From an optimization exercise on the open Yosys and OpenROAD flow, aimed at small area, a short achievable clock period and few clock cycles per item; shortcuts taken in it are not production practice.
Function was checked by simulation only, so behaviour that the tests miss may differ from the original.

// ex_unit
module ex_unit (
    input  logic               clk,
    input  logic               rst_n,
    input  logic               in_valid,
    output logic               in_ready,
    input  logic [32-1:0]   in_pc,
    input  logic [32-1:0]   in_imm,
    input  logic [32-1:0]   in_rs1_data,
    input  logic [32-1:0]   in_rs2_data,
    input  logic [5-1:0] in_rd_addr,
    input  logic               in_rd_we,
    input  logic [2:0]         in_kind,
    input  logic [3:0]         in_alu_op,
    input  logic [1:0]         in_div_op,
    input  logic [1:0]         in_src1_sel,
    input  logic               in_src2_sel,
    input  logic               in_pred_taken,
    input  logic [32-1:0]   in_pred_pc,
    output logic               out_valid,
    input  logic               out_ready,
    output logic [32-1:0]   out_pc,
    output logic [5-1:0] out_rd_addr,
    output logic               out_rd_we,
    output logic [32-1:0]   out_rd_wdata,
    output logic               out_is_branch,
    output logic               out_taken,
    output logic [32-1:0]   out_target,
    output logic               out_miss,
    output logic [32-1:0]   out_redirect_pc
);
    ex_stage i_stage (
        .clk             (clk),
        .rst_n           (rst_n),
        .in_valid        (in_valid),
        .in_ready        (in_ready),
        .in_pc           (in_pc),
        .in_imm          (in_imm),
        .in_rs1_data     (in_rs1_data),
        .in_rs2_data     (in_rs2_data),
        .in_rd_addr      (in_rd_addr),
        .in_rd_we        (in_rd_we),
        .in_kind         (in_kind),
        .in_alu_op       (in_alu_op),
        .in_div_op       (in_div_op),
  ...
export LEC_CHECK = 0
export CAP_MARGIN = 40
export CORE_MARGIN = 2
export CORE_UTILIZATION = 40
export PLACE_DENSITY = 0.6
export SETUP_SLACK_MARGIN = 4
export SLEW_MARGIN = 20
create_clock -name core_clock -period 10.0 [get_ports {clk}]
standard.sh (not shown) runs the stock make flow with config.mk's settings and CLKGATE_MAP_FILE= SYNTH_SCRIPT=/design/flow/synth_recipe.tcl, a recipe that flattens the netlist after the stock synthesis.
==> flow/flow/run.sh <==
#!/bin/bash
# The standard ORFS layout (standard.sh), with every port buffered by a
# buf_1 instead of the default buffer the ORFS picks for buffer_ports.
# The whole ORFS run's output goes to orfs_flow.log here; ORFS's own per-step
# logs stay under orfs/logs/.
set -euo pipefail
cd "$(dirname "$0")/.."
export BUFFER_PORTS_ARGS="-buffer_cell sky130_fd_sc_hd__buf_1"
bash standard.sh > orfs_flow.log 2>&1
The first run finished clean.
Testbench counts at the start, summed over its fixed seeds: cycles 4,685, items 3,200.
Change:
--- a/flow/config.mk
+++ b/flow/config.mk
@@ -7,0 +8 @@
+export ABC_AREA = 1
@@ -10,3 +11,3 @@
-export CORE_UTILIZATION = 40
-export PLACE_DENSITY = 0.6
-export SETUP_SLACK_MARGIN = 4
+export CORE_UTILIZATION = 50
+export PLACE_DENSITY = 0.7
+export SETUP_SLACK_MARGIN = 5
@@ -13,0 +15 @@
+export TNS_END_PERCENT = 5
Effect:
- hold slack is about the same
- final area climbs by a few percent
- global-route usage climbs by 9.0 points
- first-iteration DRC count goes up by about a fifth
- die area fell by about a fifth
- cell count is higher by about a fifth
- routed wire length is higher by a few percent
- register-to-register slack improved by 1100 ps

rev 12:
ex_unit, a different RTL version from the one above (not shown whole).
Size: roughly 4100 cells after synthesis, roughly 180 flip-flops, about 320 I/O pins, about 27000 um2 of cells after synthesis.
clock: 10.0 ns
lec_check: 0
abc_area: 1
cap_margin: 40
core_margin: 2
core_utilization: 50
place_density: 0.7
setup_slack_margin: 5
slew_margin: 20
tns_end_percent: 5
Scripts as last shown in full above: flow/flow/run.sh
Rev 12 ran to completion and came out clean on the timing, DRC and antenna checks.
Testbench counts of rev 12, summed over its fixed seeds: cycles 4,685, items 3,200.
What rev 13 does differently from rev 12 at the input level:
# rev 12
export LEC_CHECK = 0
export ABC_AREA = 1
export CAP_MARGIN = 40
export CORE_MARGIN = 2
export CORE_UTILIZATION = 50
export PLACE_DENSITY = 0.7
export SETUP_SLACK_MARGIN = 5
export SLEW_MARGIN = 20
export TNS_END_PERCENT = 5
create_clock -name core_clock -period 10.0 [get_ports {clk}]
# rev 13
export LEC_CHECK = 0
export ABC_AREA = 1
export CAP_MARGIN = 10
export CORE_MARGIN = 2
export CORE_UTILIZATION = 50
export PLACE_DENSITY = 0.7
export SETUP_SLACK_MARGIN = 5
export SLEW_MARGIN = 10
export TNS_END_PERCENT = 5
create_clock -name core_clock -period 10.0 [get_ports {clk}]
--- outcome ---
Per the final summary, rev 13 finished and its layout is clean on timing, DRC and antenna.
Delta (rev 13 minus rev 12): routed length on met2 up 0.88%, fraction of met1 tracks used by global routing now larger, post-cts sizing count saw an increase.

what the ideal ports hide:
Ports are ideal in the flow. The routed layouts listed here were re-timed in OpenROAD. Step 1 assumes that a clkbuf_16 drives the clock port and a buf_2 every other input. Step 2 moves the port delays by t, midway between the first and last clock arrival at a register: inputs arrive t later, outputs are due t later. That takes back most of the time a late clock gives input paths. Three values: no drivers, after step 1, after step 2; two values: the first two.
run | t (ns) | setup WS [ns] | hold slack, ns | worst slew at a driven data input, ns | pins driven straight from the clock port
the first run of note 1 | 0.590 | 3.671 / 3.691 / 3.101 | 0.544 / 0.544 / 0.544 | 0.10 | 1
the second run of note 1 | 0.581 | 4.743 / 4.746 / 4.165 | 0.542 / 0.542 / 0.542 | 0.08 | 1
rev 12 | 0.570 | 4.812 / 4.823 / 4.261 | 0.534 / 0.534 / 0.534 | 0.10 | 1
rev 13 | 0.566 | 4.827 / 4.854 / 4.289 | 0.528 / 0.528 / 0.528 | 0.12 | 1
After both steps every run listed still meets setup and hold. For the second run of note 1, which loses most, drivers alone change the setup slack by +0.003 ns; drivers and shift together by -0.578 ns.
